Source: an optimization exercise on an open RTL-to-GDS flow (aim: small area and a short achievable clock period). Production flows keep margins and buffers that such runs may drop.
Only simulation tests tie the RTL to the original design; equivalence was not proved.
Power figures rest on the tool's default switching activity, not on a simulated workload.

==> design.v <==
`timescale 1ns/1ns
package fetch_pkg;
    typedef logic [31:0] word_t;
    typedef enum logic [1:0] {
        strong_nt = 2'b00,
        weak_nt   = 2'b01,
        weak_t    = 2'b10,
        strong_t  = 2'b11
    } pred_state_e;
    typedef struct packed {
        logic  branch;
        logic  taken;
        logic  mispredict;
        word_t branch_pc;
        word_t dest;
    } resolve_t;
    typedef struct packed {
        word_t pc;
        word_t npc;
        word_t instr;
    } fetch_t;
endpackage
`timescale 1ns/1ns
module instruction_rom #(
    parameter int DEPTH = 32
) (
    input  logic [3:0]       sel_lo,
    input  logic [7:0]       sel_hi,
    output fetch_pkg::word_t instr_word
);
    fetch_pkg::word_t rom [DEPTH];
    initial begin
        $readmemh("program.hex", rom);
    end
    always_comb begin
        instr_word = '0;
        for (int w = 0; w < DEPTH; w++) begin
            instr_word = instr_word | (rom[w] & {32{sel_lo[w % 4] && sel_hi[w / 4]}});
        end
    end
endmodule
`timescale 1ns/1ns
module target_buffer #(
    parameter int DEPTH = 32
) (
    input  logic                   clk,
    input  logic                   rst,
    input  logic [DEPTH-1:0]       target_we,
    input  logic [DEPTH-1:0]       target_keep,
    input  fetch_pkg::word_t       target_data,
    output logic [DEPTH-1:0]       valid,
    input  logic [DEPTH-1:0]       any_sel,
    input  logic [DEPTH-1:0]       rd_sel,
    output logic [1:0][31:0]       rd_half_n
);
    localparam int HALF = DEPTH / 2;
    logic [DEPTH-1:0][31:0] next_addr;
    logic [DEPTH-1:0][31:0] next_addr_nxt;
    logic [DEPTH-1:0][31:0] rd_term;
    table_rewrite #(
        .DEPTH (DEPTH)
    ) u_rewrite (
        .target_we   (target_we),
        .target_keep (target_keep),
        .target_data (target_data),
        .cur         (next_addr),
        .nxt         (next_addr_nxt)
    );
    always_ff @(posedge clk) begin
        next_addr <= next_addr_nxt;
    end
    always_ff @(posedge clk or posedge rst) begin
        if (rst) begin
            valid <= '0;
        end else begin
            valid <= valid | target_we;
        end
    end
    for (genvar i = 0; i < DEPTH; i++) begin : g_entry
        for (genvar b = 0; b < 32; b++) begin : g_bit
            if (((i + 1) >> b) & 1) begin : g_one
                assign rd_term[i][b] = any_sel[i] && (next_addr[i][b] || !valid[i]);
            end else begin : g_zero
                assign rd_term[i][b] = rd_sel[i] && next_addr[i][b];
            end
        end
    end
    always_comb begin
        for (int h = 0; h < 2; h++) begin
            rd_half_n[h] = '1;
            for (int i = 0; i < HALF; i++) begin
                rd_half_n[h] = rd_half_n[h] & ~rd_term[h * HALF + i];
            end
        end
    end
endmodule
module table_rewrite #(
    parameter int DEPTH = 32
) (
    input  logic [DEPTH-1:0]       target_we,
    input  logic [DEPTH-1:0]       target_keep,
    input  fetch_pkg::word_t       target_data,
    input  logic [DEPTH-1:0][31:0] cur,
    output logic [DEPTH-1:0][31:0] nxt
);
    always_comb begin
        for (int i = 0; i < DEPTH; i++) begin
            nxt[i] = (target_data & {32{target_we[i]}}) | (cur[i] & {32{target_keep[i]}});
        end
    end
endmodule
`timescale 1ns/1ns
module predictor_table #(
    parameter int DEPTH = 32
) (
    input  logic                     clk,
    input  logic                     rst,
    input  logic                     step_en,
    input  logic                     taken,
    input  logic [$clog2(DEPTH)-1:0] upd_idx,
    output logic [DEPTH-1:0]         target_we,
    output logic [DEPTH-1:0]         target_keep
);
    logic [DEPTH-1:0] dir;
    logic [DEPTH-1:0] sat;
    logic [DEPTH-1:0] hit;
    logic [DEPTH-1:0] cross_t;
    logic [DEPTH-1:0] cross_n;
    logic [3:0]       dec_lo;
    logic [7:0]       dec_hi;
    index_predecode u_dec (
        .idx (upd_idx),
        .en  (step_en),
        .lo  (dec_lo),
        .hi  (dec_hi)
    );
    always_comb begin
        for (int i = 0; i < DEPTH; i++) begin
            hit[i]     = dec_lo[i % 4] && dec_hi[i / 4];
            cross_t[i] = !sat[i] && !dir[i];
            cross_n[i] = !sat[i] && dir[i];
            target_we[i] = hit[i] && (taken ? cross_t[i] : cross_n[i]);
            target_keep[i] = !target_we[i];
        end
    end
    always_ff @(posedge clk or posedge rst) begin
        if (rst) begin
            dir <= '0;
            sat <= '0;
        end else begin
            for (int i = 0; i < DEPTH; i++) begin
                dir[i] <= dir[i] ^ target_we[i];
                if (hit[i]) begin
                    sat[i] <= (dir[i] == taken);
                end
            end
        end
    end
endmodule
`timescale 1ns/1ns
module fetch_sequencer #(
    parameter int DEPTH = 32
) (
    input  logic                     clk,
    input  logic                     rst,
    input  logic                     stall,
    input  logic                     mem_stall,
    input  logic                     mispredict,
    input  fetch_pkg::word_t         dest,
    output logic [3:0]               rom_lo,
    output logic [7:0]               rom_hi,
    input  fetch_pkg::word_t         instr_word,
    input  logic [DEPTH-1:0]         valid,
    output logic [DEPTH-1:0]         any_sel,
    output logic [DEPTH-1:0]         rd_sel,
    input  logic [1:0][31:0]         rd_half_n,
    output fetch_pkg::word_t         fetch_pc,
    output fetch_pkg::word_t         fetch_npc,
    output fetch_pkg::word_t         fetch_instr
);
    localparam int IDX_W = $clog2(DEPTH);
    fetch_pkg::word_t fetch_addr;
    logic [IDX_W-1:0] fetch_idx;
    logic [3:0]       dec_lo;
    logic [7:0]       dec_hi;
    logic             load_en;
    assign fetch_addr = mispredict ? dest : npc_q;
    assign fetch_idx  = fetch_addr[IDX_W-1:0];
    assign load_en  = !mem_stall && (mispredict || !stall);
    index_predecode u_dec (
        .idx (fetch_idx),
        .en  (load_en),
        .lo  (dec_lo),
        .hi  (dec_hi)
    );
    assign rom_lo = dec_lo;
    assign rom_hi = dec_hi;
    always_comb begin
        for (int i = 0; i < DEPTH; i++) begin
            any_sel[i] = dec_lo[i % 4] && dec_hi[i / 4];
            rd_sel[i]  = valid[i] && dec_lo[i % 4] && dec_hi[i / 4];
        end
    end
    always_ff @(posedge clk or posedge rst) begin
        if (rst) begin
            fetch_pc <= '0;
        end else if (load_en) begin
            fetch_pc <= fetch_addr;
        end
    end
    fetch_pkg::word_t npc_q;
    fetch_pkg::word_t npc_nxt;
    assign npc_nxt = ~(rd_half_n[0] & rd_half_n[1] & ~(npc_q & {32{!load_en}}));
    always_ff @(posedge clk or posedge rst) begin
        if (rst) begin
            npc_q       <= '0;
            fetch_instr <= '0;
        end else begin
            npc_q       <= npc_nxt;
            fetch_instr <= instr_word | (fetch_instr & {32{!load_en}});
        end
    end
    port_reg u_npc_out (
        .clk (clk),
        .rst (rst),
        .d   (npc_nxt),
        .q   (fetch_npc)
    );
endmodule
module index_predecode (
    input  logic [4:0] idx,
    input  logic       en,
    output logic [3:0] lo,
    output logic [7:0] hi
);
    always_comb begin
        for (int i = 0; i < 4; i++) begin
            lo[i] = (idx[1:0] == 2'(i));
        end
        for (int i = 0; i < 8; i++) begin
            hi[i] = en && (idx[4:2] == 3'(i));
        end
    end
endmodule
module port_reg (
    input  logic             clk,
    input  logic             rst,
    input  fetch_pkg::word_t d,
    output fetch_pkg::word_t q
);
    always_ff @(posedge clk or posedge rst) begin
        if (rst) begin
            q <= '0;
        end else begin
            q <= d;
        end
    end
endmodule
`timescale 1ns/1ns
module fetch_unit #(
    parameter int DEPTH = 32
) (
    input  logic        clk,
    input  logic        rst,
    input  logic        stall,
    input  logic        mem_stall,
    input  logic        resolve_branch,
    input  logic        resolve_taken,
    input  logic        resolve_mispredict,
    input  logic [31:0] resolve_branch_pc,
    input  logic [31:0] resolve_dest,
    output logic [31:0] fetch_pc,
    output logic [31:0] fetch_npc,
    output logic [31:0] fetch_instr
);
    localparam int IDX_W = $clog2(DEPTH);
    logic [3:0]       rom_lo;
    logic [7:0]       rom_hi;
    fetch_pkg::word_t instr_word;
    logic [DEPTH-1:0] rd_sel;
    logic [DEPTH-1:0] any_sel;
    logic [DEPTH-1:0] valid;
    logic [1:0][31:0] rd_half_n;
    logic [DEPTH-1:0] target_we;
    logic [DEPTH-1:0] target_keep;
    fetch_sequencer #(
        .DEPTH (DEPTH)
    ) u_seq (
        .clk          (clk),
        .rst          (rst),
        .stall        (stall),
        .mem_stall    (mem_stall),
        .mispredict   (resolve_mispredict),
        .dest         (resolve_dest),
        .rom_lo       (rom_lo),
        .rom_hi       (rom_hi),
        .instr_word   (instr_word),
        .valid        (valid),
        .any_sel      (any_sel),
        .rd_sel       (rd_sel),
        .rd_half_n    (rd_half_n),
        .fetch_pc     (fetch_pc),
        .fetch_npc    (fetch_npc),
        .fetch_instr  (fetch_instr)
    );
    instruction_rom #(
        .DEPTH (DEPTH)
    ) u_rom (
        .sel_lo     (rom_lo),
        .sel_hi     (rom_hi),
        .instr_word (instr_word)
    );
    target_buffer #(
        .DEPTH (DEPTH)
    ) u_tgt (
        .clk          (clk),
        .rst          (rst),
        .target_we    (target_we),
        .target_keep  (target_keep),
        .target_data  (resolve_dest),
        .valid        (valid),
        .any_sel      (any_sel),
        .rd_sel       (rd_sel),
        .rd_half_n    (rd_half_n)
    );
    predictor_table #(
        .DEPTH (DEPTH)
    ) u_pred (
        .clk        (clk),
        .rst        (rst),
        .step_en    (resolve_branch && !mem_stall),
        .taken      (resolve_taken),
        .upd_idx    (resolve_branch_pc[IDX_W-1:0]),
        .target_we  (target_we),
        .target_keep(target_keep)
    );
endmodule
==> program.hex <==
// One 32-bit instruction word per line, hex, word index 0 upward
00000013
00100093
00200113
002081b3
40110233
0041f2b3
0052e333
005343b3
00739413
0033d493
00a00513
00b50593
fea58ee3
00c58633
0062a6b3
00d68733
00e707b3
00f78833
010808b3
01188933
c0ffee01
012909b3
01398a33
014a0ab3
015a8b33
016b0bb3
017b8c33
018c0cb3
019c8d33
01ad0db3
01bd8e33
00008067
==> flow/run.sh <==
#!/bin/bash
# The standard layout (the standard.sh, standard synthesis unchanged) with
# two changes made through ORFS's own environment hooks:
#  - port buffers are buf_2 cells rather than the slow delay cells that
#    buffer_ports picks by default;
#  - clock tree: larger sink clusters and no dummy loads.
# ORFS's per-step logs go to orfs/logs/; make's whole output to standard.log.
set -euo pipefail
export BUFFER_PORTS_ARGS="-buffer_cell sky130_fd_sc_hd__buf_2"
export CTS_ARGS="-sink_clustering_enable -repair_clock_nets -dont_use_dummy_load -sink_clustering_size 24 -sink_clustering_max_diameter 80"
bash standard.sh > standard.log 2>&1
==> standard.sh <==
#!/bin/bash
# synth_recipe.tcl (not shown) runs the flow's synth.tcl, then flattens the netlist and writes it again
# the make line also repeats each setting of config.mk as NAME=value (left out here)
make -C /OpenROAD-flow-scripts/flow DESIGN_CONFIG=/design/flow/config.mk WORK_HOME=/design/flow/orfs CLKGATE_MAP_FILE= SYNTH_SCRIPT=/design/flow/synth_recipe.tcl "${@:-finish}"
==> config.mk <==
export PLATFORM = sky130hd
export DESIGN_NAME = fetch_unit
export DESIGN_NICKNAME = fetch_unit
export VERILOG_FILES = /design/flow/design.v
export SDC_FILE = /design/flow/constraint.sdc
export NUM_CORES = 4
export LEC_CHECK = 0
export CAP_MARGIN = 20
export CORE_MARGIN = 2
export CORE_UTILIZATION = 60
export SETUP_SLACK_MARGIN = 3.1
export SLEW_MARGIN = 20
export SYNTH_HIERARCHICAL = 1
export SYNTH_MINIMUM_KEEP_SIZE = 0
export TNS_END_PERCENT = 0
==> constraint.sdc <==
create_clock -name core_clock -period 5.0 [get_ports {clk}]
set_input_delay 1.0000 -clock core_clock [delete_from_list [all_inputs] [get_ports {clk}]]
set_output_delay 1.0000 -clock core_clock [all_outputs]
set_load 0.01 [all_outputs]
==> results of run 1 <==
area by class of cell:
| type | instances | share of cell area [%] |
|---|---|---|
| flip-flops and latches | 1248 | 49.8 |
| multi-input cells | 2465 | 39.0 |
| repair buffers | 349 | 5.61 |
| clock buffers | 59 | 2.82 |
| well taps | 1060 | 2.53 |
| inverters | 36 | 0.272 |
| diodes | 7 | 0.0334 |
flip-flops by register name, summed over array words and instances (netlist names):
register and cells:
u_seq.npc_q 32, u_tgt.next_addr 1024, u_seq.fetch_pc 32, u_pred.sat 32, u_seq.u_npc_out.q 32, u_pred.dir 32
u_tgt.valid 32, u_seq.fetch_instr 32
per-module statistics from Yosys (local to each module, per instance), a selection:
module           times used  area, um2  cells inside
port_reg                  1        805            33
index_predecode           2        119            12
fetch_unit                1       13.8             1
cell families (layout without fill, tap and decap cells):
logic type | Yosys count | in the layout
flip-flops | 1248 | 1248
buffers and inverters | 501 | 444
multiplexers | 69 | 70
AO/OA/AOI/OAI | 1768 | 1768
XOR/XNOR | 32 | 32
other | 1 | 8
AND/OR/NAND/NOR | 570 | 594
synthesized netlist by cell type, drive strengths merged, types with 3 or more instances:
cell	count	area share, %
o32ai	33	1.0
or2	67	0.86
o31ai	4	0.061
and2	38	0.49
dfxtp	1024	42
a211oi	3	0.046
nand3	153	1.6
a22oi	230	3.5
inv	36	0.28
nor3	10	0.11
nor2b	5	0.079
o21a	8	0.12
o21ai	134	1.4
o22ai	4	0.064
nand3b	32	0.49
a22o	1144	20
a221oi	120	2.5
or3	3	0.049
nand2	44	0.34
and3	34	0.43
and4bb	6	0.15
o31a	5	0.089
xnor2	32	0.57
clkbuf	57	0.45
dfrtp	224	11
mux2	69	1.6
nor2	124	0.95
nand4	30	0.38
nand2b	4	0.051
a21o	32	0.49
or4	3	0.046
a21oi	42	0.43
buf	408	7.0
and4b	6	0.14
cells in the final DEF, fill, tap and decap left out, drive strengths merged, types with 10 or more instances in the layout:
master     n
a21oi     42
nand4     30
or2       73
o21ai    134
dfrtp    224
dfxtp   1024
a21o      32
nand3b    32
inv       34
a221oi   120
buf      344
nand2     45
nor2     130
and3      39
and2      38
mux2      70
a22oi    230
nor3      10
xnor2     32
clkbuf    60
a22o    1144
nand3    153
o32ai     33
repair_timing:
item / 4_1_cts / 5_1_grt
gates cloned: 32 / 0
setup buffers: 89 / 1
setup endpoints to repair: 1343 / 1343
pin swaps: 70 / 4
gates resized for setup: 237 / 11
power by group:
part           leakage (nW)  internal [mW]  switching [mW]
Clock                 0.727           2.10            3.16
Sequential             11.3           11.0           0.659
Combinational          9.96           1.16            1.36
per-stage QoR:
stage,std cells,cell area [um2],power (mW)
after global placement,5034,48700,13.8
final,5224,52400,19.4
after floorplan,4189,49100,13.2
after global routing,5223,52400,20.0
after detailed placement,5035,48700,13.9
after CTS,5215,52300,19.3
path summary, 6_finish.rpt:
check	start	endpoint
setup / recovery	resolve_mispredict	u_seq.npc_q[0]$_DFF_PP0_
hold / removal	u_tgt.next_addr[475]$_DFF_P_	u_tgt.next_addr[475]$_DFF_P_
setup reg to reg	u_seq.npc_q[2]$_DFF_PP0_	u_seq.npc_q[0]$_DFF_PP0_
hold reg to reg	u_tgt.next_addr[475]$_DFF_P_	u_tgt.next_addr[475]$_DFF_P_
max in group asynchronous	rst	u_pred.dir[17]$_DFF_PP0_
min in group asynchronous	rst	u_seq.u_npc_out.q[0]$_DFF_PP0_
per-layer routing:
metal	track usage, %	part of all wire, %	wire (um)
met4	27.8	7.0	13100
met2	64.9	44	82100
met3	10.3	12	21500
met1	55.9	37	69900
met5	0.966	0.074	139
==> out/metrics.cfg, run 1 <==
[run_status]
run_status=complete, no violations

[timing]
finalSetupTns_ns=0
fin_skew_ns=0.0506
slew_headroom_pct=23.8
final-setup-viol-count=0
layout_setup_ws_ns=2.27
hold_ws_ns=0.472
fmax_ghz=0.366
worstMarginPinSlew_ns=1.14
finalMaxSlewViolations=0
fin_crit_ns=2.73
rsz0062_at_grt=yes
hold_violations=0
layout_worst_path_cycle_share_pct=54.7

[synthesis]
synth_cell_types=65
synthXorXnorAreaFrac_pct=0.572
ys_async_sr_fraction_pct=17.9
synth_mux_area_share_pct=1.59
syn_area_um2=49000
synth-adder-area-share_pct=0
synth_top_family_by_area=compound AO/OA/AOI/OAI gates
syn_area_per_cell_um2=11.7
synth_edf_count=0
synthFlopType=dfxtp_1
synth_cells=4189
yosys_warnings=13
yosys.area_share.simple_pct=6.35
synth_compound_gate_area_share_pct=30.4
synth_seq_area_share_pct=53.3
ys_ff_latch=1248

[route]
vias_per_cell=7.62
postRouteAntennaNets=0
first_pass_iters=6
drc=0
vias=39811
first_iter_violations=5453
wl_per_cell_um=35.7
wl_mm=187

[worst_hold_path]
worstHoldPathType=reg -> reg
hold_path_depth=1

[critical_path]
crit_cells=11
path_buf_inv=3
rr_worst_depth=10
crit_family=simple AND/OR/NAND/NOR gates
critPathSlowestCell=mux2_4
r2r_setup_slack_ns=2.28
cp-start-kind=primary input
crit_path_max_fanout=8
cp.required_ns=5.52
worstPathArrival_ns=3.26
worstSetupPathType=in -> reg
crit_top_cell=buf_12
end_kind=flop
cpPeakStageDelay_ns=0.35
crit_chain=buf_12, mux2_4, and4b_2, buf_12, and3_4, buf_12, a22o_1, a221oi_2, nand3_2, nor3_4, nand3_1

[power_and_ir_drop]
max-vdd-ir-drop_v=0.000335
powerDensity_nw_per_um2=370
p_leak_nw=22.0

[floorplanning]
core_area_um2=80700
dieHeight_um=290
initial_utilization_pct=60.7
dieArea_um2=83900
fp.dieW_um=290
rows=104
ioPinCount=167

[place]
hpwl_mm=96.8
place.gp.congestion=0.904
port_buffers=139
place_ws_ns=0.527

[cts]
clk_pin_slew_ns=0.09
cts.sinks=1248
cts_root_buf=clkbuf_16
cts.htree.levels=2
clkLatencyLatePin_ns=0.69
cts_buffers=59
ctsHoldBuffers=0
cts_tree=yes
clk_path_buf_depth=3

[flow_run]
drv_cap=0

[grt]
grt_usage_pct=43.2
grt_max_degree=67
grt_pass1_wl_mm=267
grt_pass1_vias=39150
grt_overflow_total=0
antenna_found_initial=10

[final_layout]
nFillCells=6183
drive_gt1_share_pct=19.3
area_growth_pct=7.08
multi_input_area_um2=20400
post-route-util_pct=65.0
seqCellArea_um2=26100
final_nets=4230

==> run 2: changes to the inputs <==
--- a/design.v
+++ b/design.v
@@ -24,18 +24,20 @@
 module instruction_rom #(
     parameter int DEPTH = 32
 ) (
-    input  logic [3:0]       sel_lo,
-    input  logic [7:0]       sel_hi,
-    output fetch_pkg::word_t instr_word
+    input  logic [DEPTH-1:0] sel,
+    output logic [1:0][31:0] instr_half_n
 );
+    localparam int HALF = DEPTH / 2;
     fetch_pkg::word_t rom [DEPTH];
     initial begin
         $readmemh("program.hex", rom);
     end
     always_comb begin
-        instr_word = '0;
-        for (int w = 0; w < DEPTH; w++) begin
-            instr_word = instr_word | (rom[w] & {32{sel_lo[w % 4] && sel_hi[w / 4]}});
+        for (int h = 0; h < 2; h++) begin
+            instr_half_n[h] = '1;
+            for (int w = 0; w < HALF; w++) begin
+                instr_half_n[h] = instr_half_n[h] & ~(rom[h * HALF + w] & {32{sel[h * HALF + w]}});
+            end
         end
     end
 endmodule
@@ -167,9 +169,7 @@
     input  logic                     mem_stall,
     input  logic                     mispredict,
     input  fetch_pkg::word_t         dest,
-    output logic [3:0]               rom_lo,
-    output logic [7:0]               rom_hi,
-    input  fetch_pkg::word_t         instr_word,
+    input  logic [1:0][31:0]         instr_half_n,
     input  logic [DEPTH-1:0]         valid,
     output logic [DEPTH-1:0]         any_sel,
     output logic [DEPTH-1:0]         rd_sel,
@@ -193,8 +193,6 @@
         .lo  (dec_lo),
         .hi  (dec_hi)
     );
-    assign rom_lo = dec_lo;
-    assign rom_hi = dec_hi;
     always_comb begin
         for (int i = 0; i < DEPTH; i++) begin
             any_sel[i] = dec_lo[i % 4] && dec_hi[i / 4];
@@ -217,7 +215,8 @@
             fetch_instr <= '0;
         end else begin
             npc_q       <= npc_nxt;
-            fetch_instr <= instr_word | (fetch_instr & {32{!load_en}});
+            fetch_instr <= ~(instr_half_n[0] & instr_half_n[1] &
+                             ~(fetch_instr & {32{!load_en}}));
         end
     end
     port_reg u_npc_out (
@@ -274,9 +273,7 @@
     output logic [31:0] fetch_instr
 );
     localparam int IDX_W = $clog2(DEPTH);
-    logic [3:0]       rom_lo;
-    logic [7:0]       rom_hi;
-    fetch_pkg::word_t instr_word;
+    logic [1:0][31:0] instr_half_n;
     logic [DEPTH-1:0] rd_sel;
     logic [DEPTH-1:0] any_sel;
     logic [DEPTH-1:0] valid;
@@ -292,9 +289,7 @@
         .mem_stall    (mem_stall),
         .mispredict   (resolve_mispredict),
         .dest         (resolve_dest),
-        .rom_lo       (rom_lo),
-        .rom_hi       (rom_hi),
-        .instr_word   (instr_word),
+        .instr_half_n (instr_half_n),
         .valid        (valid),
         .any_sel      (any_sel),
         .rd_sel       (rd_sel),
@@ -306,9 +301,8 @@
     instruction_rom #(
         .DEPTH (DEPTH)
     ) u_rom (
-        .sel_lo     (rom_lo),
-        .sel_hi     (rom_hi),
-        .instr_word (instr_word)
+        .sel          (any_sel),
+        .instr_half_n (instr_half_n)
     );
     target_buffer #(
         .DEPTH (DEPTH)
==> out/metrics.cfg, run 2 <==
[run_status]
run_status=complete, no violations

[synthesis]
yosysMostFrequentCell=a22o_1
synth_cells=4139  ; -1.2%
ys_top_cells_by_count=1,142 x a22o_1, 1,024 x dfxtp_1, 228 x a22oi_1, 224 x dfrtp_1, 214 x buf_6
synth_edf_count=0  ; unchanged
synth_seq_area_share_pct=53.7  ; +0.38 points
yosys_warnings=13  ; unchanged
syn_area_per_cell_um2=11.8  ; +0.50%
synth_top_area_share_pct=42.2  ; +0.30 points
synth_cell_types=52  ; -20%
syn_area_um2=48600  ; -0.70%
synth_top_area_cell=dfxtp_1
synth_area_leaders=dfxtp_1 42%, a22o_1 21%, dfrtp_1 12%
synthFlopType=dfxtp_1
ys_ff_latch=1248  ; unchanged
ys_async_sr_fraction_pct=17.9  ; unchanged

[floorplanning]
rows=104  ; unchanged
dieArea_um2=83400  ; -0.69%
initial_utilization_pct=60.5  ; -0.23 points
fp.dieW_um=289  ; -0.35%
dieHeight_um=289  ; -0.35%
ioPinCount=167  ; unchanged
core_area_um2=80400  ; -0.32%

[critical_path]
worstSetupPathType=in -> reg
cp-start-kind=primary input
end_kind=flop
reg2reg_to=u_seq.u_npc_out.q[13]$_DFF_PP0_
r2r-start=u_seq.npc_q[4]$_DFF_PP0_
path_buf_inv=2  ; -1
cp.required_ns=5.58  ; +0.06 ns
rr_worst_depth=9  ; -1
crit_family=simple AND/OR/NAND/NOR gates
critPathSlowestCell=or2_2
r2r_setup_slack_ns=2.36  ; +0.08 ns
crit_chain=buf_2, nor2b_4, and4b_2, nand3b_1, or2_2, buf_4, a22o_1
worstPathArrival_ns=3.25  ; about the same
cpPeakStageDelay_ns=0.64  ; +0.29 ns
crit_path_max_fanout=20  ; +12

[power_and_ir_drop]
total_power_mw=19.2  ; -1.0%
p_leak_nw=21.7  ; -1.2%
powerDensity_nw_per_um2=368  ; -0.47%
max-vdd-ir-drop_v=0.000290  ; -14%

[place]
place_ws_ns=0.960  ; +0.434 ns
placed_cell_area_um2=48500  ; -0.41%
place.gp.congestion=0.951  ; +5.2%
hpwl_mm=99.8  ; +3.1%
port_buffers=139  ; unchanged

[final_layout]
regMostFlops=u_tgt.next_addr
largest_reg_flops=1024  ; unchanged
finalInstanceArea_um2=52200  ; -0.54%
area_growth_pct=7.26
nFillCells=6236  ; +0.86%
final_nets=4169  ; -1.4%
drive_gt1_share_pct=19.6  ; +0.29 points
mostFrequentLayoutCell=a22o_1
layout_common_cells=1,140 x a22o_1, 1,024 x dfxtp_1, 224 x a22oi_1, 224 x dfrtp_1, 160 x nand3_1

[cts]
clk_path_buf_depth=3  ; unchanged
cts_buffers=59  ; unchanged
cts_root_buf=clkbuf_16
cts.sinks=1248  ; unchanged
cts_tree=yes
ctsHoldBuffers=0  ; unchanged
clk_pin_slew_ns=0.09  ; about the same
cts.htree.levels=2  ; unchanged
clkLatencyLatePin_ns=0.69  ; about the same

[grt]
grt_max_degree=97  ; +45%
grt_pass1_vias=38082  ; -2.7%
antenna_found_initial=11  ; +1
grt_usage_pct=42.3  ; -0.90 points
grt_pass1_wl_mm=260  ; -2.7%
grt_overflow_total=0  ; unchanged

[worst_hold_path]
min_from=u_tgt.next_addr[960]$_DFF_P_
hold_path_depth=1  ; unchanged
holdPathEnd=u_tgt.next_addr[960]$_DFF_P_
worstHoldPathType=reg -> reg

[timing]
layout_worst_path_cycle_share_pct=53.4  ; -1.2 points
finalMaxSlewViolations=0  ; unchanged
finalSetupTns_ns=0  ; unchanged
fmax_ghz=0.374  ; +2.3%
rsz0062_at_grt=yes
fin_crit_ns=2.67  ; -0.0608 ns
layout_setup_ws_ns=2.33  ; +0.0608 ns
hold_violations=0  ; unchanged
worstMarginPinSlew_ns=1.12  ; -0.0249 ns
final-setup-viol-count=0  ; unchanged
fin_skew_ns=0.0287  ; -0.0219 ns
slew_headroom_pct=25.5  ; +1.7 points

[route]
wl_mm=184  ; -1.7%
vias_per_cell=7.63  ; +0.12%
postRouteAntennaNets=0  ; unchanged
first_iter_violations=5389  ; -1.2%
wl_per_cell_um=35.6  ; -0.51%
vias=39385  ; -1.1%
drc=0  ; unchanged
first_pass_iters=8  ; +2

[flow_run]
drv_cap=0  ; unchanged

[run 2: cell count changes after synthesis, sizes merged, moves of 9 or more]
cell,delta
a21oi,-39
o32ai,-33
a21o,-32
a2bb2oi,+31
o22ai,+27
nand3,+26
nor2,-21
buf,+17
clkbuf,-16
nor3,+14
o21ai,+9
[run 2: kinds of logic (layout without fill, tap and decap cells)]
group | count (synthesis) | in the layout | synth area share, %
flops | 1248 | 1248 | 53.7
mux | 69 | 72 | 1.60
xor+xnor | 32 | 32 | 0.576
compound gates | 1703 | 1703 | 29.6
other cells | 1 | 17 | 0.00771
buf+inv | 508 | 443 | 8.00
simple gates | 578 | 587 | 6.58
[run 2: per-stage QoR]
| stage | hold WS (ns) | instances | utilization, % |
|---|---|---|---|
| 2_1_floorplan | 0.430 | 4149 | - |
| 3_3_place_gp | 0.450 | 5010 | 60.2 |
| 3_5_place_dp | 0.449 | 5011 | 60.3 |
| 4_1_cts | 0.476 | 5147 | 64.4 |
| 5_1_grt | 0.490 | 5161 | 64.9 |
| 6_report | 0.479 | 5162 | 64.9 |
[run 2: modules after synthesis (local to each module, per instance), excerpt]
module           cells  cell area (um2)  times used  flip-flops and latches
fetch_unit           1             13.8           1                       0
index_predecode     12              119           2                       0
port_reg            33              805           1                      32
[run 2: worst max-delay path by stage]
stage,from,endpoint,cells past startpoint
global route,resolve_mispredict,u_seq.u_npc_out.q[5]$_DFF_PP0_,11
global placement,resolve_mispredict,u_seq.u_npc_out.q[19]$_DFF_PP0_,10
floorplan,resolve_mispredict,u_seq.fetch_instr[1]$_DFF_PP0_,10
finish,mem_stall,u_tgt.next_addr[844]$_DFF_P_,7
CTS,resolve_mispredict,u_seq.npc_q[1]$_DFF_PP0_,11
detailed placement,resolve_mispredict,u_seq.u_npc_out.q[19]$_DFF_PP0_,10
[run 2: metal layers]
layer  vias up  wire [um]  track usage [%]
li1      15811          -                -
met3       667      20700             8.36
met1     19848      70100             55.2
met5         -         22                0
met2      3055      82000             66.3
met4         4      10700             23.3
[run 2: area by class of cell]
type,instances,area [um2],share of cell area (%)
clock buffers,59,1480,2.83
inverters,42,161,0.309
multi-input cells,2405,20000,38.4
well taps,1060,1330,2.54
repair buffers,342,3060,5.86
diodes,6,15.0,0.0288
flip-flops and latches,1248,26100,50.0
[run 2: report_power, final]
group | leakage (nW) | internal, mW | total (mW) | switching [mW]
combinational | 9.73 | 1.08 | 2.32 | 1.24
sequential | 11.3 | 11.0 | 11.6 | 0.639
clock | 0.727 | 2.10 | 5.29 | 3.19
[run 2: repair_timing]
item                       in CTS  in global routing
gates cloned                   21                  5
setup buffers                  56                  4
pin swaps                      71                 43
setup endpoints to repair    1291               1281
gates resized for setup       216                 58
==> run 3: changes to the inputs <==
--- a/design.v
+++ b/design.v
@@ -180,23 +180,32 @@
 );
     localparam int IDX_W = $clog2(DEPTH);
     fetch_pkg::word_t fetch_addr;
-    logic [IDX_W-1:0] fetch_idx;
-    logic [3:0]       dec_lo;
-    logic [7:0]       dec_hi;
+    fetch_pkg::word_t npc_q;
+    fetch_pkg::word_t npc_nxt;
+    logic [3:0]       redir_lo;
+    logic [7:0]       redir_hi;
+    logic [3:0]       adv_lo;
+    logic [7:0]       adv_hi;
     logic             load_en;
     assign fetch_addr = mispredict ? dest : npc_q;
-    assign fetch_idx  = fetch_addr[IDX_W-1:0];
     assign load_en  = !mem_stall && (mispredict || !stall);
-    index_predecode u_dec (
-        .idx (fetch_idx),
-        .en  (load_en),
-        .lo  (dec_lo),
-        .hi  (dec_hi)
+    index_predecode u_dec_redir (
+        .idx (dest[IDX_W-1:0]),
+        .en  (!mem_stall && mispredict),
+        .lo  (redir_lo),
+        .hi  (redir_hi)
+    );
+    index_predecode u_dec_adv (
+        .idx (npc_q[IDX_W-1:0]),
+        .en  (!mem_stall && !mispredict && !stall),
+        .lo  (adv_lo),
+        .hi  (adv_hi)
     );
     always_comb begin
         for (int i = 0; i < DEPTH; i++) begin
-            any_sel[i] = dec_lo[i % 4] && dec_hi[i / 4];
-            rd_sel[i]  = valid[i] && dec_lo[i % 4] && dec_hi[i / 4];
+            any_sel[i] = (redir_lo[i % 4] && redir_hi[i / 4]) ||
+                         (adv_lo[i % 4] && adv_hi[i / 4]);
+            rd_sel[i]  = valid[i] && any_sel[i];
         end
     end
     always_ff @(posedge clk or posedge rst) begin
@@ -206,8 +215,6 @@
             fetch_pc <= fetch_addr;
         end
     end
-    fetch_pkg::word_t npc_q;
-    fetch_pkg::word_t npc_nxt;
     assign npc_nxt = ~(rd_half_n[0] & rd_half_n[1] & ~(npc_q & {32{!load_en}}));
     always_ff @(posedge clk or posedge rst) begin
         if (rst) begin
@@ -301,7 +308,7 @@
     instruction_rom #(
         .DEPTH (DEPTH)
     ) u_rom (
-        .sel          (any_sel),
+        .sel        (any_sel),
         .instr_half_n (instr_half_n)
     );
     target_buffer #(
==> out/metrics.cfg, run 3 <==
[synthesis]
synth_top_family_by_area=compound AO/OA/AOI/OAI gates
synth_area_leaders=dfxtp_1 42%, a22o_1 21%, dfrtp_1 12%
yosys_warnings=13  ; unchanged
synth_compound_gate_area_share_pct=29.8  ; +0.22 points
synthXorXnorAreaFrac_pct=0.577  ; +0.00071 points
synth_cell_types=52  ; unchanged
synth_top_area_cell=dfxtp_1
ys_ff_latch=1248  ; unchanged
yosysMostFrequentCell=a22o_1
ys_top_cells_by_count=1,174 x a22o_1, 1,024 x dfxtp_1, 228 x a22oi_1, 224 x dfrtp_1, 210 x buf_6
synth_cells=4150  ; +0.27%
synth_top_area_share_pct=42.2  ; +0.052 points
synth_edf_count=0  ; unchanged
yosys.area_share.simple_pct=6.43  ; -0.14 points
synth_seq_area_share_pct=53.7  ; +0.066 points
syn_area_per_cell_um2=11.7  ; -0.39%
synthFlopType=dfxtp_1
ys_async_sr_fraction_pct=17.9  ; unchanged
synth-adder-area-share_pct=0  ; unchanged
synth_mux_area_share_pct=1.48  ; -0.11 points
syn_area_um2=48600  ; -0.12%

[grt]
grt_max_degree=97  ; unchanged
grt_pass1_wl_mm=262  ; +0.75%
antenna_found_initial=9  ; -2
grt_usage_pct=42.5  ; +0.20 points
grt_overflow_total=0  ; unchanged
grt_pass1_vias=38346  ; +0.69%

[floorplanning]
ioPinCount=167  ; unchanged
initial_utilization_pct=60.5  ; about the same
core_area_um2=80300  ; -0.16%
rows=104  ; unchanged
dieHeight_um=289  ; about the same
dieArea_um2=83200  ; -0.12%
fp.dieW_um=289  ; about the same

[final_layout]
finalInstanceArea_um2=52600  ; +0.89%
final_nets=4222  ; +1.3%
multi_input_area_um2=20100  ; +0.41%
regMostFlops=u_tgt.next_addr
nFillCells=6109  ; -2.0%
largest_reg_flops=1024  ; unchanged
seqCellArea_um2=26100  ; about the same
area_growth_pct=8.35
mostFrequentLayoutCell=a22o_1
drive_gt1_share_pct=21.0  ; +1.4 points
layout_common_cells=1,148 x a22o_1, 1,024 x dfxtp_1, 228 x a22oi_1, 221 x dfrtp_1, 184 x buf_4

[critical_path]
crit_path_max_fanout=14  ; -30%
cp.required_ns=5.60  ; +0.02 ns
end_kind=flop
cp-start-kind=primary input
rr_worst_depth=9  ; unchanged
worstPathArrival_ns=3.40  ; +0.15 ns
worstSetupPathType=in -> reg

[timing]
slew_headroom_pct=31.4  ; +5.9 points
fin_skew_ns=0.0590  ; +0.0304 ns
finalSetupTns_ns=0  ; unchanged
final-setup-viol-count=0  ; unchanged
rsz0062_at_grt=yes
hold_violations=0  ; unchanged
fin_crit_ns=2.80  ; +0.123 ns
layout_worst_path_cycle_share_pct=55.9  ; +2.5 points
fmax_ghz=0.358  ; -4.4%
finalMaxSlewViolations=0  ; unchanged
worstMarginPinSlew_ns=1.03  ; -0.0889 ns

[route]
vias_per_cell=7.64  ; +0.12%
postRouteAntennaNets=0  ; unchanged
vias=39815  ; +1.1%
drc=0  ; unchanged
wl_per_cell_um=35.4  ; -0.38%
first_pass_iters=11  ; +3
wl_mm=185  ; +0.58%
first_iter_violations=6411  ; +19%

[place]
place.gp.congestion=0.944  ; -0.75%
hpwl_mm=106  ; +5.9%
placed_cell_area_um2=48600  ; +0.29%
port_buffers=139  ; unchanged

[cts]
clkLatencyLatePin_ns=0.68  ; about the same
ctsHoldBuffers=0  ; unchanged
clk_pin_slew_ns=0.09  ; about the same
cts_buffers=59  ; unchanged
cts.sinks=1248  ; unchanged
cts.htree.levels=2  ; unchanged
cts_root_buf=clkbuf_16
cts_tree=yes
clk_path_buf_depth=3  ; unchanged

[power_and_ir_drop]
max-vdd-ir-drop_v=0.000287  ; -0.94%
powerDensity_nw_per_um2=364  ; -1.2%
p_leak_nw=22.1  ; +1.7%

[run_status]
run_status=complete, no violations

[worst_hold_path]
worstHoldPathType=in -> async

[flow_run]
drv_cap=0  ; unchanged

[run 3: changes by cell type after synthesis, sizes merged, moves of 2 or more]
cell    previous run  this run
a22o            1144      1176
and3              33         1
clkbuf            41        47
mux2              69        64
and4b              6         9
and4bb             6         9
buf              425       422
nor2             103       105
nor2b              7         9
[run 3: cell families after synthesis]
kind of cell / count (synthesis)
compound gates: 1734
other cells: 1
mux: 64
flops: 1248
xor+xnor: 32
buf+inv: 511
simple gates: 560
[run 3: modules after synthesis (local to each module, per instance), a selection]
module,times used,flops+latches,cells
port_reg,1,32,33
fetch_unit,1,0,1
index_predecode,3,0,12
[run 3: layout make-up]
cell class                      instances  share of cell area [%]
Sequential cell                      1248                    49.6
Timing Repair Buffer                  393                    6.53
Antenna cell                            3                  0.0143
Tap cell                             1060                    2.52
Multi-Input combinational cell       2407                    38.2
Clock buffer                           59                    2.81
Inverter                               42                   0.316
[run 3: critical path, stage by stage]
cell	delay (ns)
buf_6	0.20
nor2b_2	0.75
a22o_4	0.30
and2_4	0.21
buf_4	0.18
bufbuf_16	0.32
a22oi_1	0.08
nand3_1	0.15
nor2_4	0.08
nand3_1	0.09
[run 3: per-layer routing]
metal	vias up	track usage, %	part of all wire, %
met5	-	0	0.014
met4	4	24.7	6.4
met3	717	9.71	12
met2	3173	65.1	44
met1	19938	55.4	38
li1	15983	-	-
[run 3: power breakdown]
part	switching, mW	internal, mW	total, mW
logic	1.16	1.01	2.16
clock network	3.18	2.10	5.28
registers	0.745	11.0	11.7
total	5.08	14.1	19.1
[run 3: stage by stage]
stage               setup slack (ns)  hold slack, ns  utilization [%]  cells  power (mW)
CTS                             2.32           0.471             64.5   5181        19.0
global route                    2.25           0.490             65.5   5210        19.6
global placement               0.656           0.443             60.5   5060        13.7
floorplan                       1.90           0.430                -   4160        13.0
finish                          2.20           0.476             65.5   5212        19.1
detailed placement             0.626           0.449             60.5   5060        13.8
[run 3: repair_timing]
item / CTS / global route
endpoints found under the setup margin: 1343 / 1333
gates cloned: 11 / 5
pin swaps: 84 / 81
buffers inserted: 51 / 22
gates resized for setup: 285 / 111
[run 3: path summary, 6_finish.rpt]
kind                                              start                              to  slack [ns]
max reg2reg                    u_seq.npc_q[0]$_DFF_PP0_  u_seq.u_npc_out.q[0]$_DFF_PP0_        2.33
min in group core_clock    u_tgt.next_addr[702]$_DFF_P_    u_tgt.next_addr[702]$_DFF_P_        0.48
max in group asynchronous                           rst       u_tgt.valid[24]$_DFF_PP0_        3.51
min                                                 rst  u_seq.fetch_pc[23]$_DFFE_PP0P_        0.48
max                                     resolve_dest[0]       u_seq.npc_q[14]$_DFF_PP0_        2.20
min reg2reg                u_tgt.next_addr[702]$_DFF_P_    u_tgt.next_addr[702]$_DFF_P_        0.48
==> run 4: changes to the inputs <==
--- a/design.v
+++ b/design.v
@@ -48,7 +48,6 @@
     input  logic                   clk,
     input  logic                   rst,
     input  logic [DEPTH-1:0]       target_we,
-    input  logic [DEPTH-1:0]       target_keep,
     input  fetch_pkg::word_t       target_data,
     output logic [DEPTH-1:0]       valid,
     input  logic [DEPTH-1:0]       any_sel,
@@ -57,19 +56,13 @@
 );
     localparam int HALF = DEPTH / 2;
     logic [DEPTH-1:0][31:0] next_addr;
-    logic [DEPTH-1:0][31:0] next_addr_nxt;
     logic [DEPTH-1:0][31:0] rd_term;
-    table_rewrite #(
-        .DEPTH (DEPTH)
-    ) u_rewrite (
-        .target_we   (target_we),
-        .target_keep (target_keep),
-        .target_data (target_data),
-        .cur         (next_addr),
-        .nxt         (next_addr_nxt)
-    );
     always_ff @(posedge clk) begin
-        next_addr <= next_addr_nxt;
+        for (int i = 0; i < DEPTH; i++) begin
+            if (target_we[i]) begin
+                next_addr[i] <= target_data;
+            end
+        end
     end
     always_ff @(posedge clk or posedge rst) begin
         if (rst) begin
@@ -96,21 +89,6 @@
         end
     end
 endmodule
-module table_rewrite #(
-    parameter int DEPTH = 32
-) (
-    input  logic [DEPTH-1:0]       target_we,
-    input  logic [DEPTH-1:0]       target_keep,
-    input  fetch_pkg::word_t       target_data,
-    input  logic [DEPTH-1:0][31:0] cur,
-    output logic [DEPTH-1:0][31:0] nxt
-);
-    always_comb begin
-        for (int i = 0; i < DEPTH; i++) begin
-            nxt[i] = (target_data & {32{target_we[i]}}) | (cur[i] & {32{target_keep[i]}});
-        end
-    end
-endmodule
 `timescale 1ns/1ns
 module predictor_table #(
     parameter int DEPTH = 32
@@ -120,8 +98,7 @@
     input  logic                     step_en,
     input  logic                     taken,
     input  logic [$clog2(DEPTH)-1:0] upd_idx,
-    output logic [DEPTH-1:0]         target_we,
-    output logic [DEPTH-1:0]         target_keep
+    output logic [DEPTH-1:0]         target_we
 );
     logic [DEPTH-1:0] dir;
     logic [DEPTH-1:0] sat;
@@ -142,7 +119,6 @@
             cross_t[i] = !sat[i] && !dir[i];
             cross_n[i] = !sat[i] && dir[i];
             target_we[i] = hit[i] && (taken ? cross_t[i] : cross_n[i]);
-            target_keep[i] = !target_we[i];
         end
     end
     always_ff @(posedge clk or posedge rst) begin
@@ -286,7 +262,6 @@
     logic [DEPTH-1:0] valid;
     logic [1:0][31:0] rd_half_n;
     logic [DEPTH-1:0] target_we;
-    logic [DEPTH-1:0] target_keep;
     fetch_sequencer #(
         .DEPTH (DEPTH)
     ) u_seq (
@@ -317,7 +292,6 @@
         .clk          (clk),
         .rst          (rst),
         .target_we    (target_we),
-        .target_keep  (target_keep),
         .target_data  (resolve_dest),
         .valid        (valid),
         .any_sel      (any_sel),
@@ -332,7 +306,6 @@
         .step_en    (resolve_branch && !mem_stall),
         .taken      (resolve_taken),
         .upd_idx    (resolve_branch_pc[IDX_W-1:0]),
-        .target_we  (target_we),
-        .target_keep(target_keep)
+        .target_we  (target_we)
     );
 endmodule
--- a/config.mk
+++ b/config.mk
@@ -8,8 +8,8 @@
 export CAP_MARGIN = 20
 export CORE_MARGIN = 2
 export CORE_UTILIZATION = 60
-export SETUP_SLACK_MARGIN = 3.1
+export SETUP_SLACK_MARGIN = 2.9
 export SLEW_MARGIN = 20
 export SYNTH_HIERARCHICAL = 1
 export SYNTH_MINIMUM_KEEP_SIZE = 0
-export TNS_END_PERCENT = 0
+export TNS_END_PERCENT = 5
==> out/metrics.cfg, run 4 <==
[route]
wl_per_cell_um=33.8  ; -4.5%
postRouteAntennaNets=0  ; unchanged
vias_per_cell=6.94  ; -9.1%
drc=0  ; unchanged
wl_mm=143  ; -23%
first_pass_iters=6  ; -5
first_iter_violations=4403  ; -31%
vias=29344  ; -26%

[cts]
clkLatencyLatePin_ns=0.68  ; about the same
cts.htree.levels=2  ; unchanged
ctsHoldBuffers=0  ; unchanged
cts_tree=yes
cts_buffers=59  ; unchanged
clk_path_buf_depth=3  ; unchanged
clk_pin_slew_ns=0.07  ; -0.02 ns
cts_root_buf=clkbuf_16
cts.sinks=1248  ; unchanged

[timing]
slew_headroom_pct=31.0  ; -0.38 points
hold_violations=0  ; unchanged
layout_worst_path_cycle_share_pct=56.4  ; +0.53 points
fin_crit_ns=2.82  ; +0.0267 ns
finalMaxSlewViolations=0  ; unchanged
final-setup-viol-count=0  ; unchanged
worstMarginPinSlew_ns=1.03  ; +0.000472 ns
fmax_ghz=0.354  ; -0.95%
rsz0062_at_grt=yes
layout_setup_ws_ns=2.18  ; -0.0267 ns
finalSetupTns_ns=0  ; unchanged
fin_skew_ns=0.0455  ; -0.0135 ns

[critical_path]
critPathSlowestCell=a222oi_1
r2r-start=u_seq.npc_q[2]$_DFF_PP0_
crit_chain=buf_12, inv_6, nand2_8, inv_8, and4b_2, a22o_1, buf_6, and2_4, buf_12, a222oi_1, nand4_1, a21oi_2, nand3_2
cp.required_ns=5.48  ; -0.12 ns
crit_top_cell=buf_12
end_kind=flop
crit_path_max_fanout=8  ; -6
cpPeakStageDelay_ns=0.36  ; -0.39 ns
cp-start-kind=primary input
startpoint=mem_stall
crit_family=simple AND/OR/NAND/NOR gates
path_buf_inv=5  ; +2
worstPathArrival_ns=3.30  ; -0.10 ns
worstSetupPathType=in -> reg

[floorplanning]
dieHeight_um=284  ; -1.5%
dieArea_um2=80800  ; -3.0%
core_area_um2=77600  ; -3.4%
rows=102  ; -1.9%
fp.dieW_um=284  ; -1.5%
ioPinCount=167  ; unchanged
initial_utilization_pct=60.7  ; +0.22 points

[synthesis]
synthXorXnorAreaFrac_pct=0.595  ; +0.018 points
synth_top_area_cell=edfxtp_1
synth_top_area_share_pct=65.3  ; +23 points
syn_area_per_cell_um2=16.8  ; +43%
synth_area_leaders=edfxtp_1 65%, dfrtp_1 12%, a22oi_1 3.6%
synth_cell_types=53  ; +1.9%
yosys_warnings=12  ; -1
synthFlopType=edfxtp_1
yosysMostFrequentCell=edfxtp_1
syn_area_um2=47100  ; -3.0%
synth_cells=2806  ; -32%
synth_edf_count=1024  ; +1,024
synth_top_family_by_area=compound AO/OA/AOI/OAI gates
yosys.area_share.simple_pct=6.22  ; -0.22 points
synth_mux_area_share_pct=1.53  ; +0.046 points
ys_async_sr_fraction_pct=17.9  ; unchanged
ys_top_cells_by_count=1,024 x edfxtp_1, 228 x a22oi_1, 224 x dfrtp_1, 179 x nand3_1, 152 x a22o_1
synth_seq_area_share_pct=77.2  ; +23 points
synth-adder-area-share_pct=0  ; unchanged
ys_ff_latch=1248  ; unchanged
synth_compound_gate_area_share_pct=11.8  ; -18 points

[grt]
antenna_found_initial=4  ; -5
grt_max_degree=65  ; -33%
met3_usage_pct=6.32  ; -3.4 points
grt_pass1_wl_mm=201  ; -23%
grt_use_met2_pct=53.7  ; -11 points
gr-usage-met1_pct=52.5  ; -2.8 points
grt_overflow_total=0  ; unchanged
grt_pass1_vias=27881  ; -27%
busiest_layer=met2
grt_usage_pct=34.9  ; -7.6 points

[place]
hpwl_mm=75.7  ; -28%
dp.cells=3923  ; -22%
place.gp.congestion=0.924  ; -2.2%
place_ws_ns=0.688  ; +0.0614 ns
port_buffers=139  ; unchanged

[final_layout]
seqCellArea_um2=36400  ; +39%
antennaDiodeCount=0  ; -3
mostFrequentLayoutCell=edfxtp_1
drive_gt1_share_pct=31.5  ; +11 points
multi_input_area_um2=11200  ; -44%
nFillCells=5019  ; -18%
fin_cells=4228  ; -19%
largest_reg_flops=1024  ; unchanged
layout_common_cells=1,024 x edfxtp_1, 222 x dfrtp_1, 213 x a22oi_1, 210 x buf_4, 132 x nand3_1
area_growth_pct=18.0
final_nets=3261  ; -23%
regMostFlops=u_tgt.next_addr

[power_and_ir_drop]
max-vdd-ir-drop_v=0.000291  ; +1.6%
powerDensity_nw_per_um2=336  ; -7.7%
p_leak_nw=20.1  ; -8.8%

[flow_run]
drv_cap=0  ; unchanged

[run_status]
run_status=complete, no violations

[worst_hold_path]
worstHoldPathType=reg -> reg
min_from=u_pred.sat[13]$_DFFE_PP0P_

[run 4: cell count changes after synthesis, moves of 8 or more]
cell | previous run | this run
dfxtp_1 | 1024 | 0
edfxtp_1 | 0 | 1024
a22o_1 | 1174 | 152
buf_6 | 210 | 19
buf_2 | 156 | 76
or2_1 | 29 | 1
clkbuf_1 | 43 | 32
a221oi_1 | 91 | 83
a221oi_2 | 29 | 37
buf_1 | 15 | 7
[run 4: cells by family (layout without fill, tap and decap cells)]
group | after synthesis | in the layout
xor gates and xnor gates | 32 | 32
buffers and inverters | 223 | 589
DFF | 1248 | 1248
AOI/OAI and AO/OA | 710 | 710
other | 1 | 11
muxes | 64 | 64
and+or+nand+nor | 528 | 534
[run 4: area by class of cell]
cell class / instances / area share, %
Sequential cell: 1248 / 65.4
Multi-Input combinational cell: 1351 / 20.2
Timing Repair Buffer: 488 / 9.12
Clock buffer: 59 / 2.65
Tap cell: 1040 / 2.34
Inverter: 42 / 0.313
[run 4: path summary, 6_finish.rpt]
kind	slack [ns]	end	depth (start not counted)
max reg2reg	2.26	u_seq.npc_q[4]$_DFF_PP0_	8
max in group asynchronous	3.42	u_seq.npc_q[4]$_DFF_PP0_	3
min in group asynchronous	0.52	u_seq.npc_q[19]$_DFF_PP0_	2
min	0.50	u_pred.sat[13]$_DFFE_PP0P_	1
min reg2reg	0.50	u_pred.sat[13]$_DFFE_PP0P_	1
max	2.18	u_seq.npc_q[4]$_DFF_PP0_	13
[run 4: report_power, final]
part	internal [mW]	total (mW)	leakage [nW]	switching, mW
logic	0.622	1.59	7.32	0.973
registers	11.6	12.0	12.1	0.324
clock network	2.10	5.12	0.727	3.02
total	14.4	18.7	20.1	4.32
[run 4: worst reg2reg max path, stage by stage (launching register included)]
cell and delay, ns:
dfrtp_1 0.54, and4bb_4 0.28, a22o_4 0.27, and2_4 0.17, buf_12 0.16, a222oi_1 0.43, nand4_1 0.29, a21oi_2 0.31
nand3_2 0.12
[run 4: repair_timing]
item / 4_1_cts / 5_1_grt
resized for setup: 421 / 89
cloned: 26 / 4
pin swaps: 197 / 82
endpoints found under the setup margin: 1325 / 1267
buffers inserted: 179 / 37
[run 4: stage by stage]
stage          area (um2)  power (mW)  hold slack (ns)  utilization, %
2_1_floorplan       47300        12.8            0.454               -
3_3_place_gp        49300        13.5            0.468            63.5
3_5_place_dp        49300        13.5            0.469            63.5
4_1_cts             54700        18.6            0.491            70.5
5_1_grt             55600        19.2            0.517            71.7
6_report            55600        18.7            0.500            71.7
[run 4: modules after synthesis (local to each module, per instance), excerpt]
module	cells inside	cell area, um2	flops+latches	times used
index_predecode	12	119	0	3
port_reg	33	805	32	1
fetch_unit	1	13.8	0	1
[run 4: layer usage]
metal  routed length, um  share of wire (%)  up-vias
li1                    -                  -    11925
met1               55400                 39    15247
met2               65900                 46     1928
met3               17600                 12      242
met4                4050                2.8        2
met5                   7             0.0049        -
==> run 5: changes to the inputs <==
--- a/config.mk
+++ b/config.mk
@@ -8,8 +8,8 @@
 export CAP_MARGIN = 20
 export CORE_MARGIN = 2
 export CORE_UTILIZATION = 60
-export SETUP_SLACK_MARGIN = 2.9
+export SETUP_SLACK_MARGIN = 3.1
 export SLEW_MARGIN = 20
 export SYNTH_HIERARCHICAL = 1
 export SYNTH_MINIMUM_KEEP_SIZE = 0
-export TNS_END_PERCENT = 5
+export TNS_END_PERCENT = 0
==> out/metrics.cfg, run 5 <==
[critical_path]
startpoint=mem_stall
r2r-start=u_seq.npc_q[1]$_DFF_PP0_
worstSetupPathType=in -> reg
cp-start-kind=primary input
crit_path_max_fanout=13  ; +5
worstPathArrival_ns=3.26  ; -0.04 ns
end_kind=flop
cp.required_ns=5.48  ; about the same

[timing]
fmax_ghz=0.360  ; +1.6%
slew_headroom_pct=41.0  ; +10 points
hold_ws_ns=0.351  ; -0.149 ns
hold_violations=0  ; unchanged
fin_skew_ns=0.0725  ; +0.0270 ns
fin_crit_ns=2.78  ; -0.0456 ns
worstMarginPinSlew_ns=0.883  ; -0.146 ns
finalMaxSlewViolations=0  ; unchanged
layout_worst_path_cycle_share_pct=55.5  ; -0.91 points
final-setup-viol-count=0  ; unchanged
finalSetupTns_ns=0  ; unchanged
rsz0062_at_grt=yes

[power_and_ir_drop]
powerDensity_nw_per_um2=352  ; +4.9%
max-vdd-ir-drop_v=0.000327  ; +12%
p_clk_share_pct=27.4  ; about the same
switching_share_pct=22.8  ; -0.31 points
p_seq_share_pct=64.7  ; +0.7 points
p_int_mw=14.3  ; -0.73%
p_leak_nw=18.3  ; -8.9%
p_switching_mw=4.22  ; -2.4%
combPwrFrac_pct=7.9  ; -0.6 points

[run_status]
run_status=complete, no violations

[final_layout]
final_nets=3072  ; -5.8%
largest_reg_flops=1024  ; unchanged
area_growth_pct=11.2
mostFrequentLayoutCell=edfxtp_1
layout_common_cells=1,024 x edfxtp_1, 228 x a22oi_1, 221 x dfrtp_1, 174 x nand3_1, 131 x buf_2
antennaDiodeCount=0  ; unchanged
drive_gt1_share_pct=23.4  ; -8.2 points
regMostFlops=u_tgt.next_addr

[synthesis]
yosys_warnings=12  ; unchanged
synthFlopType=edfxtp_1
synth_cell_types=53  ; unchanged
synth_edf_count=1024  ; unchanged
syn_area_um2=47100  ; unchanged
syn_area_per_cell_um2=16.8  ; unchanged
ys_top_cells_by_count=1,024 x edfxtp_1, 228 x a22oi_1, 224 x dfrtp_1, 179 x nand3_1, 152 x a22o_1
synth_area_leaders=edfxtp_1 65%, dfrtp_1 12%, a22oi_1 3.6%
ys_ff_latch=1248  ; unchanged
ys_async_sr_fraction_pct=17.9  ; unchanged
synth_top_area_cell=edfxtp_1
yosysMostFrequentCell=edfxtp_1
synth_seq_area_share_pct=77.2  ; unchanged
synth_cells=2806  ; unchanged
synth_top_area_share_pct=65.3  ; unchanged

[cts]
cts_buffers=58  ; -1.7%
clkLatencyLatePin_ns=0.67  ; about the same
cts_root_buf=clkbuf_16
clk_pin_slew_ns=0.09  ; +0.02 ns
cts.sinks=1248  ; unchanged
cts.htree.levels=2  ; unchanged
clk_path_buf_depth=3  ; unchanged
cts_tree=yes
ctsHoldBuffers=0  ; unchanged

[grt]
grt_usage_pct=32.9  ; -2.1 points
grt_overflow_total=0  ; unchanged
grt_max_degree=65  ; unchanged
grt_pass1_wl_mm=191  ; -5.1%
grt_pass1_vias=26913  ; -3.5%
antenna_found_initial=5  ; +1

[floorplanning]
fp.dieW_um=284  ; unchanged
dieHeight_um=284  ; unchanged
core_area_um2=77600  ; unchanged
initial_utilization_pct=60.7  ; unchanged
ioPinCount=167  ; unchanged
dieArea_um2=80800  ; unchanged
rows=102  ; unchanged

[route]
wl_mm=133  ; -7.0%
vias_per_cell=6.90  ; -0.55%
first_pass_iters=6  ; unchanged
drc=0  ; unchanged
wl_per_cell_um=32.9  ; -2.6%
first_iter_violations=3787  ; -14%
vias=27877  ; -5.0%
postRouteAntennaNets=0  ; unchanged

[place]
place.gp.congestion=0.946  ; +2.4%
hpwl_mm=75.4  ; -0.32%
port_buffers=139  ; unchanged

[worst_hold_path]
worstHoldPathType=in -> async

[flow_run]
drv_cap=0  ; unchanged

==> run 5: cell counts after synthesis <==
Identical to the previous run, type by type.
==> run 5: per-module statistics from Yosys (local to each module, per instance), a selection <==
module / cells / cell area [um2]
index_predecode: 12 / 119
fetch_unit: 1 / 13.8
port_reg: 33 / 805
==> run 5: final timing paths <==
| path | to | slack (ns) | depth (start not counted) |
|---|---|---|---|
| min in group core_clock | u_tgt.valid[17]$_DFF_PP0_ | 0.49 | 1 |
| min reg2reg | u_tgt.valid[17]$_DFF_PP0_ | 0.49 | 1 |
| max | u_seq.u_npc_out.q[1]$_DFF_PP0_ | 2.22 | 13 |
| max reg2reg | u_seq.u_npc_out.q[9]$_DFF_PP0_ | 2.32 | 8 |
| min | u_seq.u_npc_out.q[26]$_DFF_PP0_ | 0.35 | 2 |
| max in group asynchronous | u_pred.sat[21]$_DFFE_PP0P_ | 3.55 | 3 |
==> run 5: critical path, stage by stage <==
cell and delay [ns]:
buf_12 0.10, inv_6 0.03, nand2_4 0.08, inv_6 0.05
and4bb_2 0.28, a22o_4 0.31, and2_4 0.22, buf_12 0.19
a22o_1 0.22, a221oi_2 0.17, nand3_1 0.15, nor3_2 0.28
nand3_1 0.15
==> run 5: cell type report <==
class	count	area, um2
Sequential cell	1248	36400
Fill cell	5313	25200
Multi-Input combinational cell	1348	10500
Timing Repair Buffer	303	2650
Clock buffer	58	1450
Tap cell	1040	1300
Inverter	42	171
==> run 5: routing by layer <==
layer | track usage [%] | wire length [um] | up-vias
met2 | 50.7 | 61600 | 1562
met4 | 7.39 | 3090 | 4
met5 | 0 | 28 | -
li1 | - | - | 11550
met1 | 50.1 | 54700 | 14601
met3 | 5.29 | 13600 | 160
==> run 5: cells by family after synthesis <==
| logic type | count (synthesis) | share of synthesized area, % |
|---|---|---|
| DFF | 1248 | 77.2 |
| buffers and inverters | 223 | 2.72 |
| other | 1 | 0.00796 |
| xor gates and xnor gates | 32 | 0.595 |
| muxes | 64 | 1.53 |
| AOI/OAI and AO/OA | 710 | 11.8 |
| and+or+nand+nor | 528 | 6.22 |
==> run 5: power groups by stage <==
stage / logic (mW) / registers, mW / clock network (mW)
finish: 1.46 / 11.9 / 5.06
global route: 1.57 / 12.0 / 5.47
CTS: 1.45 / 11.9 / 5.13
detailed placement: 1.38 / 12.2 / 0
global placement: 1.34 / 12.1 / 0
floorplan: 0.700 / 12.1 / 0
==> run 5: metrics by stage <==
step	total power [mW]	util (%)	cells	worst slack [ns]	instance area (um2)
after global placement	13.5	63.6	3929	0.828	49300
after CTS	18.5	67.3	4031	2.30	52200
after floorplan	12.8	-	2816	1.90	47300
final	18.5	67.5	4039	2.22	52400
after detailed placement	13.5	63.6	3929	0.801	49300
after global routing	19.0	67.5	4039	2.19	52400
==> run 5: timing repair <==
item                       4_1_cts  5_1_grt
pin swaps                       54       15
hold endpoints to repair         0        0
resized for setup              253       17
setup buffers                   33        7
cloned                          11        0
setup endpoints to repair     1342     1340
==> run 6: changes to the inputs <==
--- a/design.v
+++ b/design.v
@@ -156,32 +156,23 @@
 );
     localparam int IDX_W = $clog2(DEPTH);
     fetch_pkg::word_t fetch_addr;
-    fetch_pkg::word_t npc_q;
-    fetch_pkg::word_t npc_nxt;
-    logic [3:0]       redir_lo;
-    logic [7:0]       redir_hi;
-    logic [3:0]       adv_lo;
-    logic [7:0]       adv_hi;
+    logic [IDX_W-1:0] fetch_idx;
+    logic [3:0]       dec_lo;
+    logic [7:0]       dec_hi;
     logic             load_en;
     assign fetch_addr = mispredict ? dest : npc_q;
+    assign fetch_idx  = fetch_addr[IDX_W-1:0];
     assign load_en  = !mem_stall && (mispredict || !stall);
-    index_predecode u_dec_redir (
-        .idx (dest[IDX_W-1:0]),
-        .en  (!mem_stall && mispredict),
-        .lo  (redir_lo),
-        .hi  (redir_hi)
-    );
-    index_predecode u_dec_adv (
-        .idx (npc_q[IDX_W-1:0]),
-        .en  (!mem_stall && !mispredict && !stall),
-        .lo  (adv_lo),
-        .hi  (adv_hi)
+    index_predecode u_dec (
+        .idx (fetch_idx),
+        .en  (load_en),
+        .lo  (dec_lo),
+        .hi  (dec_hi)
     );
     always_comb begin
         for (int i = 0; i < DEPTH; i++) begin
-            any_sel[i] = (redir_lo[i % 4] && redir_hi[i / 4]) ||
-                         (adv_lo[i % 4] && adv_hi[i / 4]);
-            rd_sel[i]  = valid[i] && any_sel[i];
+            any_sel[i] = dec_lo[i % 4] && dec_hi[i / 4];
+            rd_sel[i]  = valid[i] && dec_lo[i % 4] && dec_hi[i / 4];
         end
     end
     always_ff @(posedge clk or posedge rst) begin
@@ -191,6 +182,8 @@
             fetch_pc <= fetch_addr;
         end
     end
+    fetch_pkg::word_t npc_q;
+    fetch_pkg::word_t npc_nxt;
     assign npc_nxt = ~(rd_half_n[0] & rd_half_n[1] & ~(npc_q & {32{!load_en}}));
     always_ff @(posedge clk or posedge rst) begin
         if (rst) begin
@@ -283,7 +276,7 @@
     instruction_rom #(
         .DEPTH (DEPTH)
     ) u_rom (
-        .sel        (any_sel),
+        .sel          (any_sel),
         .instr_half_n (instr_half_n)
     );
     target_buffer #(
==> out/metrics.cfg, run 6 <==
[run_status]
run_status=complete, no violations

[final_layout]
final_nets=3039  ; -1.1%
mostFrequentLayoutCell=edfxtp_1
regMostFlops=u_tgt.next_addr
antennaDiodeCount=0  ; unchanged
drive_gt1_share_pct=22.5  ; -0.85 points
multi_input_area_um2=10400  ; -0.68%
largest_reg_flops=1024  ; unchanged
nFillCells=5401  ; +1.7%
seqCellArea_um2=36400  ; about the same
area_growth_pct=10.0
layout_common_cells=1,024 x edfxtp_1, 228 x a22oi_1, 224 x dfrtp_1, 174 x nand3_1, 143 x o21ai_0

[power_and_ir_drop]
combPwrFrac_pct=9.0  ; +1.1 points
p_switching_mw=4.32  ; +2.5%
p_seq_share_pct=64.0  ; -0.7 points
p_clk_share_pct=27.1  ; -0.3 points
total_power_mw=18.7  ; +1.1%
p_int_mw=14.4  ; +0.71%
powerDensity_nw_per_um2=360  ; +2.1%
max-vdd-ir-drop_v=0.000331  ; +1.4%
switching_share_pct=23.1  ; +0.32 points

[critical_path]
cp-start-kind=primary input
critPathSlowestCell=mux2_4
cp.required_ns=5.51  ; +0.03 ns
worstSetupPathType=in -> reg
crit_chain=buf_12, mux2_4, and4b_2, and3_4, buf_12, a22o_1, a221oi_2, nand4_1, a21oi_2, nand3_1
cpPeakStageDelay_ns=0.36  ; +0.05 ns
crit_top_cell=buf_12
crit_path_max_fanout=8  ; -5
end_kind=flop

[timing]
fin_skew_ns=0.0435  ; -0.0290 ns
fmax_ghz=0.366  ; +1.5%
final-setup-viol-count=0  ; unchanged
finalSetupTns_ns=0  ; unchanged
rsz0062_at_grt=yes
slew_headroom_pct=31.3  ; -9.8 points

[synthesis]
ys_top_cells_by_count=1,024 x edfxtp_1, 228 x a22oi_1, 224 x dfrtp_1, 179 x nand3_1, 143 x o21ai_0
synth_cells=2795  ; -0.39%
synth_cell_types=53  ; unchanged
ys_ff_latch=1248  ; unchanged
ys_async_sr_fraction_pct=17.9  ; unchanged
synth_area_leaders=edfxtp_1 65%, dfrtp_1 12%, a22oi_1 3.6%
synth_top_area_share_pct=65.2  ; -0.083 points
synth_top_area_cell=edfxtp_1
yosysMostFrequentCell=edfxtp_1
synth_edf_count=1024  ; unchanged
synth_seq_area_share_pct=77.1  ; -0.098 points

[cts]
cts.htree.levels=2  ; unchanged
clk_pin_slew_ns=0.09  ; about the same
clk_path_buf_depth=3  ; unchanged
ctsHoldBuffers=0  ; unchanged
cts_buffers=58  ; unchanged
clkLatencyLatePin_ns=0.66  ; about the same

[grt]
grt_pass1_vias=26808  ; -0.39%
met3_usage_pct=5.25  ; -0.040 points
grt_pass1_wl_mm=187  ; -2.3%
grt_use_met2_pct=50.7  ; about the same
grt_overflow_total=0  ; unchanged
grt_usage_pct=31.9  ; -0.94 points
busiest_layer=met2
gr-usage-met1_pct=46.9  ; -3.2 points
grt_max_degree=65  ; unchanged

[floorplanning]
dieHeight_um=284  ; about the same
initial_utilization_pct=60.8  ; +0.077 points
fp.dieW_um=284  ; about the same

[place]
port_buffers=139  ; unchanged
hpwl_mm=75.3  ; -0.14%

[route]
wl_per_cell_um=32.3  ; -2.0%
first_pass_iters=5  ; -1
drc=0  ; unchanged
vias=27433  ; -1.6%

[run 6: changes by cell type in the layout (fill, tap and decap cells not counted), moves of 10 or more]
cell / delta
a22o_2: -11
a22o_4: -14
and2_1: +21
and2_4: -21
and3_1: +10
and3_4: +19
o21ai_0: +64
o21ai_1: -64
o22ai_1: -30
o22ai_2: +30
[run 6: area by class of cell]
type	count	area share [%]
flip-flops and latches	1248	70.1
multi-input cells	1338	20.0
repair buffers	280	4.29
clock buffers	58	2.80
well taps	1040	2.51
inverters	42	0.311
[run 6: through the flow]
| stage | cells | setup slack, ns | utilization, % | instance area, um2 |
|---|---|---|---|---|
| after detailed placement | 3915 | 0.974 | 63.6 | 49400 |
| after floorplan | 2805 | 1.84 | - | 47300 |
| after CTS | 4006 | 2.35 | 66.8 | 51800 |
| final | 4006 | 2.27 | 66.9 | 51900 |
| after global routing | 4006 | 2.25 | 66.9 | 51900 |
| after global placement | 3915 | 0.971 | 63.6 | 49400 |
[run 6: worst paths after layout]
path | startpoint | to | slack, ns | cells after the start
max in group asynchronous | rst | u_seq.fetch_instr[0]$_DFF_PP0_ | 3.63 | 3
worst max-delay path | resolve_mispredict | u_seq.u_npc_out.q[5]$_DFF_PP0_ | 2.27 | 10
min in group asynchronous | rst | u_seq.fetch_pc[17]$_DFFE_PP0P_ | 0.59 | 3
worst min register to register | u_tgt.valid[0]$_DFF_PP0_ | u_tgt.valid[0]$_DFF_PP0_ | 0.50 | 1
worst min-delay path | u_tgt.valid[0]$_DFF_PP0_ | u_tgt.valid[0]$_DFF_PP0_ | 0.50 | 1
worst max register to register | u_seq.npc_q[3]$_DFF_PP0_ | u_seq.u_npc_out.q[5]$_DFF_PP0_ | 2.34 | 9
[run 6: what timing repair did]
item | CTS | global route
setup endpoints to repair | 1286 | 1278
gates resized for setup | 172 | 11
buffers inserted | 29 | 0
gates cloned | 4 | 0
pin swaps | 42 | 8
[run 6: routing by layer]
metal  wire length [um]  vias to the layer above
li1                   -                    11414
met1              52100                    14387
met2              61300                     1454
met3              12500                      176
met4               3360                        2
met5                 13                        -
[run 6: worst max-delay path: cells and delay by family]
kind | cells | cell delay (ns)
AO/OA/AOI/OAI | 3 | 0.56
buffers and inverters | 2 | 0.30
multiplexers | 1 | 0.36
AND/OR/NAND/NOR | 4 | 1.01
[run 6: logic make-up (layout without fill, tap and decap cells)]
| kind of cell | after synthesis | count (layout) | synth area share (%) |
|---|---|---|---|
| AOI/OAI and AO/OA | 679 | 679 | 11.6 |
| other | 1 | 11 | 0.00795 |
| buffers and inverters | 220 | 380 | 2.76 |
| and+or+nand+nor | 546 | 547 | 6.37 |
| DFF | 1248 | 1248 | 77.1 |
| xor gates and xnor gates | 32 | 32 | 0.594 |
| muxes | 69 | 69 | 1.65 |
[run 6: modules after synthesis (local to each module, per instance), a selection]
module	cell area, um2	times used
port_reg	805	1
index_predecode	119	2
fetch_unit	13.8	1
[run 6: power by group through the flow]
stage / sequential [mW] / clock (mW) / combinational (mW)
final: 11.9 / 5.05 / 1.68
after global placement: 12.1 / 0 / 1.54
after CTS: 11.9 / 5.12 / 1.66
after detailed placement: 12.2 / 0 / 1.58
after global routing: 12.0 / 5.45 / 1.80
after floorplan: 12.2 / 0 / 0.795

Setup slack of run 6, layout unchanged: 2.265 ns with ideal ports, 2.262 ns with driving cells assumed (clock clkbuf_16, inputs buf_2), 1.548 ns with port delays also shifted by the 0.714 ns mid clock arrival.
